From an optimization exercise on the open Yosys and OpenROAD flow, aimed at small area; shortcuts taken in it are not production practice. In this exercise RTL edits were held to simulation tests only and were not proved equivalent to the original.

==> inputs of nickel <==
==> flow/design.v <==
package cache_pkg;
  localparam int num_ways = 4;
  localparam int num_sets = 8;
  localparam int set_bits = 3;
  localparam int tag_bits = 10;
  localparam int addr_bits = set_bits + tag_bits;
  localparam int data_bits = 64;
  localparam int way_bits = 2;
  localparam int vb_depth = 4;
endpackage
import cache_pkg::*;
module tag_match (
  input  logic [num_ways-1:0][tag_bits-1:0] way_tags,
  input  logic [num_ways-1:0]               way_valid,
  input  logic [tag_bits-1:0]               tag,
  output logic [num_ways-1:0]               match
);
  always_comb begin
    for (int i = 0; i < num_ways; i++) begin
      match[i] = way_valid[i] && (way_tags[i] == tag);
    end
  end
endmodule
import cache_pkg::*;
module plru_tree (
  input  logic                clock,
  input  logic                reset,
  input  logic                rd_touch,
  input  logic [num_sets-1:0] rd_dec,
  input  logic [way_bits-1:0] rd_way,
  input  logic                wr_touch,
  input  logic [num_sets-1:0] wr_dec,
  input  logic [way_bits-1:0] wr_way,
  output logic [num_ways-1:0] victim_oh
);
  logic [num_sets-1:0][num_ways-2:0] tree_bits;
  logic [num_sets-1:0][num_ways-2:0] tree_next;
  logic [num_ways-2:0]               vb;
  function automatic logic [num_ways-2:0] touch(
    input logic [num_ways-2:0] bits,
    input logic [way_bits-1:0] way
  );
    logic [num_ways-2:0] result;
    result = bits;
    result[0] = ~way[1];
    if (way[1]) begin
      result[2] = ~way[0];
    end else begin
      result[1] = ~way[0];
    end
    touch = result;
  endfunction
  always_comb begin
    vb = '0;
    for (int s = 0; s < num_sets; s++) begin
      vb = vb | (tree_bits[s] & {(num_ways-1){wr_dec[s]}});
    end
  end
  assign victim_oh[0] = ~vb[0] & ~vb[1];
  assign victim_oh[1] = ~vb[0] &  vb[1];
  assign victim_oh[2] =  vb[0] & ~vb[2];
  assign victim_oh[3] =  vb[0] &  vb[2];
  always_comb begin
    for (int s = 0; s < num_sets; s++) begin
      tree_next[s] = tree_bits[s];
      if (wr_touch && wr_dec[s]) begin
        tree_next[s] = touch(tree_next[s], wr_way);
      end
      if (rd_touch && rd_dec[s]) begin
        tree_next[s] = touch(tree_next[s], rd_way);
      end
    end
  end
  always_ff @(posedge clock) begin
    if (reset) begin
      tree_bits <= '0;
    end else begin
      tree_bits <= tree_next;
    end
  end
endmodule
import cache_pkg::*;
module cache_mem (
  input  logic                 clock,
  input  logic                 reset,
  input  logic                 rd_en,
  input  logic [set_bits-1:0]  rd_set,
  input  logic [tag_bits-1:0]  rd_tag,
  input  logic                 rd_fwd,
  input  logic                 wr_en,
  input  logic [set_bits-1:0]  wr_set,
  input  logic [tag_bits-1:0]  wr_tag,
  input  logic [data_bits-1:0] wr_data,
  input  logic                 wr_dirty,
  output logic                 cm_rd_hit,
  output logic [data_bits-1:0] cm_rd_data,
  output logic                 wr_miss,
  output logic                 evict_valid,
  output logic [addr_bits-1:0] evict_addr,
  output logic [data_bits-1:0] evict_data,
  output logic                 evict_dirty
);
  localparam int num_lines = num_sets * num_ways;
  logic [num_lines-1:0][data_bits-1:0] line_data;
  logic [num_lines-1:0][tag_bits-1:0]  line_tag;
  logic [num_lines-1:0]                line_valid;
  logic [num_lines-1:0]                line_dirty;
  logic [num_sets-1:0] rd_dec, wr_dec;
  logic [num_ways-1:0][tag_bits-1:0] rd_tags, wr_tags;
  logic [num_ways-1:0] rd_valid, wr_valid, wr_dirties;
  logic [num_ways-1:0] rd_match, wr_match;
  logic [num_ways-1:0] victim_oh, wr_way_oh;
  logic [way_bits-1:0] rd_way, wr_way;
  logic                rd_array_hit, wr_hit;
  logic [num_lines-1:0] rd_sel, ev_sel, line_we;
  always_comb begin
    for (int s = 0; s < num_sets; s++) begin
      rd_dec[s] = (rd_set == set_bits'(s));
      wr_dec[s] = (wr_set == set_bits'(s));
    end
  end
  always_comb begin
    for (int w = 0; w < num_ways; w++) begin
      rd_tags[w] = line_tag[{rd_set, way_bits'(w)}];
      wr_tags[w] = line_tag[{wr_set, way_bits'(w)}];
      rd_valid[w] = line_valid[{rd_set, way_bits'(w)}];
      wr_valid[w] = line_valid[{wr_set, way_bits'(w)}];
      wr_dirties[w] = line_dirty[{wr_set, way_bits'(w)}];
    end
  end
  tag_match u_rd_match (
    .way_tags  (rd_tags),
    .way_valid (rd_valid),
    .tag       (rd_tag),
    .match     (rd_match)
  );
  tag_match u_wr_match (
    .way_tags  (wr_tags),
    .way_valid (wr_valid),
    .tag       (wr_tag),
    .match     (wr_match)
  );
  assign rd_array_hit = |rd_match;
  assign wr_hit = |wr_match;
  assign rd_way = {rd_match[3] | rd_match[2], rd_match[3] | rd_match[1]};
  plru_tree u_plru_tree (
    .clock     (clock),
    .reset     (reset),
    .rd_touch  (rd_en && rd_array_hit),
    .rd_dec    (rd_dec),
    .rd_way    (rd_way),
    .wr_touch  (wr_en),
    .wr_dec    (wr_dec),
    .wr_way    (wr_way),
    .victim_oh (victim_oh)
  );
  assign wr_miss = wr_en && !wr_hit;
  assign wr_way_oh = wr_hit ? wr_match : victim_oh;
  assign wr_way = {wr_way_oh[3] | wr_way_oh[2], wr_way_oh[3] | wr_way_oh[1]};
  assign cm_rd_hit = rd_en && rd_array_hit;
  always_comb begin
    for (int s = 0; s < num_sets; s++) begin
      for (int w = 0; w < num_ways; w++) begin
        rd_sel[s*num_ways+w] = rd_dec[s] && !rd_fwd && rd_match[w];
        ev_sel[s*num_ways+w] = wr_dec[s] && victim_oh[w];
        line_we[s*num_ways+w] = wr_en && wr_dec[s] && wr_way_oh[w];
      end
    end
  end
  always_comb begin
    cm_rd_data = '0;
    evict_data = '0;
    for (int i = 0; i < num_lines; i++) begin
      cm_rd_data = cm_rd_data | (line_data[i] & {data_bits{rd_sel[i]}});
      evict_data = evict_data | (line_data[i] & {data_bits{ev_sel[i]}});
    end
  end
  assign evict_valid = wr_miss && |(victim_oh & wr_valid);
  assign evict_dirty = |(victim_oh & wr_dirties);
  always_comb begin
    evict_addr = {{tag_bits{1'b0}}, wr_set};
    for (int w = 0; w < num_ways; w++) begin
      evict_addr[addr_bits-1:set_bits] = evict_addr[addr_bits-1:set_bits] | (wr_tags[w] & {tag_bits{victim_oh[w]}});
    end
  end
  always_ff @(posedge clock) begin
    if (reset) begin
      line_valid <= '0;
    end else begin
      line_valid <= line_valid | line_we;
    end
  end
  always_ff @(posedge clock) begin
    for (int i = 0; i < num_lines; i++) begin
      if (line_we[i]) begin
        line_data[i] <= wr_data;
        line_tag[i] <= wr_tag;
        line_dirty[i] <= wr_dirty;
      end
    end
  end
endmodule
import cache_pkg::*;
module victim_buffer (
  input  logic                 clock,
  input  logic                 reset,
  input  logic                 rd_en,
  input  logic [addr_bits-1:0] rd_addr,
  input  logic                 rd_fwd,
  input  logic                 inv_en,
  input  logic [addr_bits-1:0] inv_addr,
  input  logic                 evict_valid,
  input  logic [addr_bits-1:0] evict_addr,
  input  logic [data_bits-1:0] evict_data,
  input  logic                 evict_dirty,
  output logic                 vb_rd_hit,
  output logic [data_bits-1:0] vb_rd_data,
  output logic                 wb_valid,
  output logic [addr_bits-1:0] wb_addr,
  output logic [data_bits-1:0] wb_data
);
  logic [vb_depth-1:0]                vb_valid;
  logic [vb_depth-1:0]                vb_dirty;
  logic [vb_depth-1:0][addr_bits-1:0] vb_addr;
  logic [vb_depth-1:0][data_bits-1:0] vb_data;
  logic [vb_depth-1:0][vb_depth-1:0]  older;
  logic [vb_depth-1:0] rd_match, inv_match, s1_valid, oldest, free_first, alloc;
  logic full, wb_take;
  always_comb begin
    for (int i = 0; i < vb_depth; i++) begin
      rd_match[i] = vb_valid[i] && (vb_addr[i] == rd_addr);
      inv_match[i] = inv_en && vb_valid[i] && (vb_addr[i] == inv_addr);
    end
  end
  assign vb_rd_hit = rd_en && |rd_match;
  always_comb begin
    vb_rd_data = '0;
    for (int i = 0; i < vb_depth; i++) begin
      vb_rd_data = vb_rd_data | (vb_data[i] & {data_bits{rd_match[i] && !rd_fwd}});
    end
  end
  assign s1_valid = vb_valid & ~inv_match;
  assign full = &s1_valid;
  always_comb begin
    for (int i = 0; i < vb_depth; i++) begin
      oldest[i] = 1'b1;
      for (int j = 0; j < vb_depth; j++) begin
        if (j != i) oldest[i] = oldest[i] && older[i][j];
      end
    end
  end
  always_comb begin
    logic taken;
    taken = 1'b0;
    for (int i = 0; i < vb_depth; i++) begin
      free_first[i] = !s1_valid[i] && !taken;
      taken = taken || !s1_valid[i];
    end
  end
  assign alloc = full ? oldest : free_first;
  assign wb_take = evict_valid && full && |(oldest & vb_dirty);
  always_ff @(posedge clock) begin
    if (reset) begin
      vb_valid <= '0;
      wb_valid <= 1'b0;
    end else begin
      vb_valid <= s1_valid | (alloc & {vb_depth{evict_valid}});
      wb_valid <= wb_take;
    end
  end
  always_ff @(posedge clock) begin
    for (int i = 0; i < vb_depth; i++) begin
      if (evict_valid && alloc[i]) begin
        vb_dirty[i] <= evict_dirty;
        vb_addr[i] <= evict_addr;
        vb_data[i] <= evict_data;
        for (int j = 0; j < vb_depth; j++) begin
          if (j != i) begin
            older[i][j] <= 1'b0;
            older[j][i] <= 1'b1;
          end
        end
      end
    end
  end
  always_ff @(posedge clock) begin
    logic [addr_bits-1:0] a;
    logic [data_bits-1:0] d;
    a = '0;
    d = '0;
    for (int i = 0; i < vb_depth; i++) begin
      a = a | (vb_addr[i] & {addr_bits{oldest[i]}});
      d = d | (vb_data[i] & {data_bits{oldest[i]}});
    end
    wb_addr <= a;
    wb_data <= d;
  end
endmodule
import cache_pkg::*;
module dcache_top (
  input  logic                 clock,
  input  logic                 reset,
  input  logic                 rd_en,
  input  logic [addr_bits-1:0] rd_addr,
  input  logic                 wr_en,
  input  logic [addr_bits-1:0] wr_addr,
  input  logic [data_bits-1:0] wr_data,
  input  logic                 wr_dirty,
  output logic                 rd_hit,
  output logic [data_bits-1:0] rd_data,
  output logic                 wr_miss,
  output logic                 wb_valid,
  output logic [addr_bits-1:0] wb_addr,
  output logic [data_bits-1:0] wb_data
);
  logic                 rd_fwd;
  logic                 cm_rd_hit;
  logic [data_bits-1:0] cm_rd_data;
  logic                 vb_rd_hit;
  logic [data_bits-1:0] vb_rd_data;
  logic                 evict_valid;
  logic [addr_bits-1:0] evict_addr;
  logic [data_bits-1:0] evict_data;
  logic                 evict_dirty;
  assign rd_fwd = rd_en && wr_en && (rd_addr == wr_addr);
  cache_mem u_cache_mem (
    .clock       (clock),
    .reset       (reset),
    .rd_en       (rd_en),
    .rd_set      (rd_addr[set_bits-1:0]),
    .rd_tag      (rd_addr[addr_bits-1:set_bits]),
    .rd_fwd      (rd_fwd),
    .wr_en       (wr_en),
    .wr_set      (wr_addr[set_bits-1:0]),
    .wr_tag      (wr_addr[addr_bits-1:set_bits]),
    .wr_data     (wr_data),
    .wr_dirty    (wr_dirty),
    .cm_rd_hit   (cm_rd_hit),
    .cm_rd_data  (cm_rd_data),
    .wr_miss     (wr_miss),
    .evict_valid (evict_valid),
    .evict_addr  (evict_addr),
    .evict_data  (evict_data),
    .evict_dirty (evict_dirty)
  );
  victim_buffer u_victim_buffer (
    .clock       (clock),
    .reset       (reset),
    .rd_en       (rd_en),
    .rd_addr     (rd_addr),
    .rd_fwd      (rd_fwd),
    .inv_en      (wr_en),
    .inv_addr    (wr_addr),
    .evict_valid (evict_valid),
    .evict_addr  (evict_addr),
    .evict_data  (evict_data),
    .evict_dirty (evict_dirty),
    .vb_rd_hit   (vb_rd_hit),
    .vb_rd_data  (vb_rd_data),
    .wb_valid    (wb_valid),
    .wb_addr     (wb_addr),
    .wb_data     (wb_data)
  );
  assign rd_hit = rd_fwd || cm_rd_hit || vb_rd_hit;
  assign rd_data = cm_rd_data | vb_rd_data | (wr_data & {data_bits{rd_fwd}});
endmodule
==> flow/flow/run.sh <==
#!/bin/bash
set -o pipefail
export CTS_ARGS="-sink_clustering_enable -repair_clock_nets -dont_use_dummy_load -buf_list {sky130_fd_sc_hd__clkbuf_8 sky130_fd_sc_hd__clkbuf_16} -root_buf sky130_fd_sc_hd__clkbuf_16 -sink_clustering_buffer sky130_fd_sc_hd__clkbuf_16 -sink_clustering_size 24 -sink_clustering_max_diameter 100"
bash standard.sh > standard.log 2>&1
==> flow/standard.sh <==
#!/bin/bash
# synth_recipe.tcl (not shown) runs the flow's synth.tcl, then flattens the netlist and writes it again
# the make line also repeats each setting of config.mk as NAME=value (left out here)
make -C /OpenROAD-flow-scripts/flow DESIGN_CONFIG=/design/flow/config.mk WORK_HOME=/design/flow/orfs CLKGATE_MAP_FILE= SYNTH_SCRIPT=/design/flow/synth_recipe.tcl "${@:-finish}"
==> flow/config.mk <==
export PLATFORM = sky130hd
export DESIGN_NAME = dcache_top
export DESIGN_NICKNAME = dcache_top
export VERILOG_FILES = /design/flow/design.v
export SDC_FILE = /design/flow/constraint.sdc
export NUM_CORES = 4
export LEC_CHECK = 0
export CAP_MARGIN = 20
export CELL_PAD_IN_SITES_DETAIL_PLACEMENT = 1
export CELL_PAD_IN_SITES_GLOBAL_PLACEMENT = 1
export CORE_MARGIN = 2
export CORE_UTILIZATION = 30
export SLEW_MARGIN = 20
==> flow/constraint.sdc <==
create_clock -name core_clock -period 12.0 [get_ports {clock}]
set_input_delay 2.4000 -clock core_clock [delete_from_list [all_inputs] [get_ports {clock}]]
set_output_delay 2.4000 -clock core_clock [all_outputs]
set_load 0.01 [all_outputs]
==> zinc: changes against nickel <==
--- a/flow/design.v
+++ b/flow/design.v
@@ -120,12 +120,19 @@
     end
   end
   always_comb begin
-    for (int w = 0; w < num_ways; w++) begin
-      rd_tags[w] = line_tag[{rd_set, way_bits'(w)}];
-      wr_tags[w] = line_tag[{wr_set, way_bits'(w)}];
-      rd_valid[w] = line_valid[{rd_set, way_bits'(w)}];
-      wr_valid[w] = line_valid[{wr_set, way_bits'(w)}];
-      wr_dirties[w] = line_dirty[{wr_set, way_bits'(w)}];
+    rd_tags = '0;
+    wr_tags = '0;
+    rd_valid = '0;
+    wr_valid = '0;
+    wr_dirties = '0;
+    for (int s = 0; s < num_sets; s++) begin
+      for (int w = 0; w < num_ways; w++) begin
+        rd_tags[w] = rd_tags[w] | (line_tag[s*num_ways+w] & {tag_bits{rd_dec[s]}});
+        wr_tags[w] = wr_tags[w] | (line_tag[s*num_ways+w] & {tag_bits{wr_dec[s]}});
+        rd_valid[w] = rd_valid[w] | (line_valid[s*num_ways+w] & rd_dec[s]);
+        wr_valid[w] = wr_valid[w] | (line_valid[s*num_ways+w] & wr_dec[s]);
+        wr_dirties[w] = wr_dirties[w] | (line_dirty[s*num_ways+w] & wr_dec[s]);
+      end
     end
   end
   tag_match u_rd_match (
==> flow/run.sh (new file) <==
#!/bin/bash
# synth_recipe.tcl (not shown) runs the flow's synth.tcl, then flattens the netlist and writes it again
# the make line also repeats each setting of config.mk as NAME=value (left out here)
make -C /OpenROAD-flow-scripts/flow DESIGN_CONFIG=/design/flow/config.mk WORK_HOME=/design/flow/orfs CLKGATE_MAP_FILE= SYNTH_SCRIPT=/design/flow/synth_recipe.tcl finish
- CORE_UTILIZATION: 30 -> 25
removed: flow/flow/run.sh
removed: flow/standard.sh
==> summary.md <==
## Global routing
* global-route wire length before repair: 854 mm
* met1 GRT Util: 0.390

## Run status
* outcome: complete, no violations

## Synthesis
* synthesized netlist cell count: 7926

## CTS
* number of buffers added by the clock tree synthesis step: 148

## Setup path
* end of the worst register-to-register path: u_cache_mem.line_data[1775]
* worst endpoint data arrival time: 9.09 ns

Source of the figures above: nickel

==> summary.md <==
## CTS
* number of buffers added by the clock tree synthesis step: 312

## Global routing
* met2 routing resource usage after global routing: 0.384
* met1 GRT Util: 0.330
* global-route wire length before repair: 896 mm

## Routing
* routed length on met2: 283 mm

## Min path
* depth of the worst hold-timing path: 1
* Hold/Removal Path Class: reg2reg

## Run status
* outcome: complete, no violations

## Setup path
* start of the worst register-to-register path: u_cache_mem.u_plru_tree.tree_bits[3]
* end of the worst register-to-register path: u_victim_buffer.vb_data[154]
* crit path capture: rd_data[20]
* worst endpoint data arrival time: 8.95 ns

## Synthesis
* synthesized netlist cell count: 8071

Source of the figures above: zinc

==> port drivers added, routing unchanged <==
How much do the figures lean on ideal ports? The routed layouts below were timed once more, with nothing changed but the port constraints.
Step 1 sets driving cells, clkbuf_16 on the clock port and buf_2 on the other inputs (assumed; they add their load-dependent delay and slew).
Step 2 also shifts input and output timing later by t, the mid clock arrival at the registers, as if the neighbouring blocks saw the same clock.
a / b / c = no drivers / after step 1 / after step 2; a / b = the first two.
run | shift t [ns] | setup WS [ns] | slew at the worst register clock pin (ns) | pins driven straight from the clock port
nickel | 1.010 | 0.510 / 0.461 / 0.461 | 0.11 / 0.11 | 1
zinc | 1.068 | 0.645 / 0.592 / 0.592 | 0.07 / 0.07 | 1
After both steps every run listed still meets setup and hold. For zinc, which loses most, drivers alone change the setup slack by -0.053 ns; drivers and shift together by -0.053 ns.
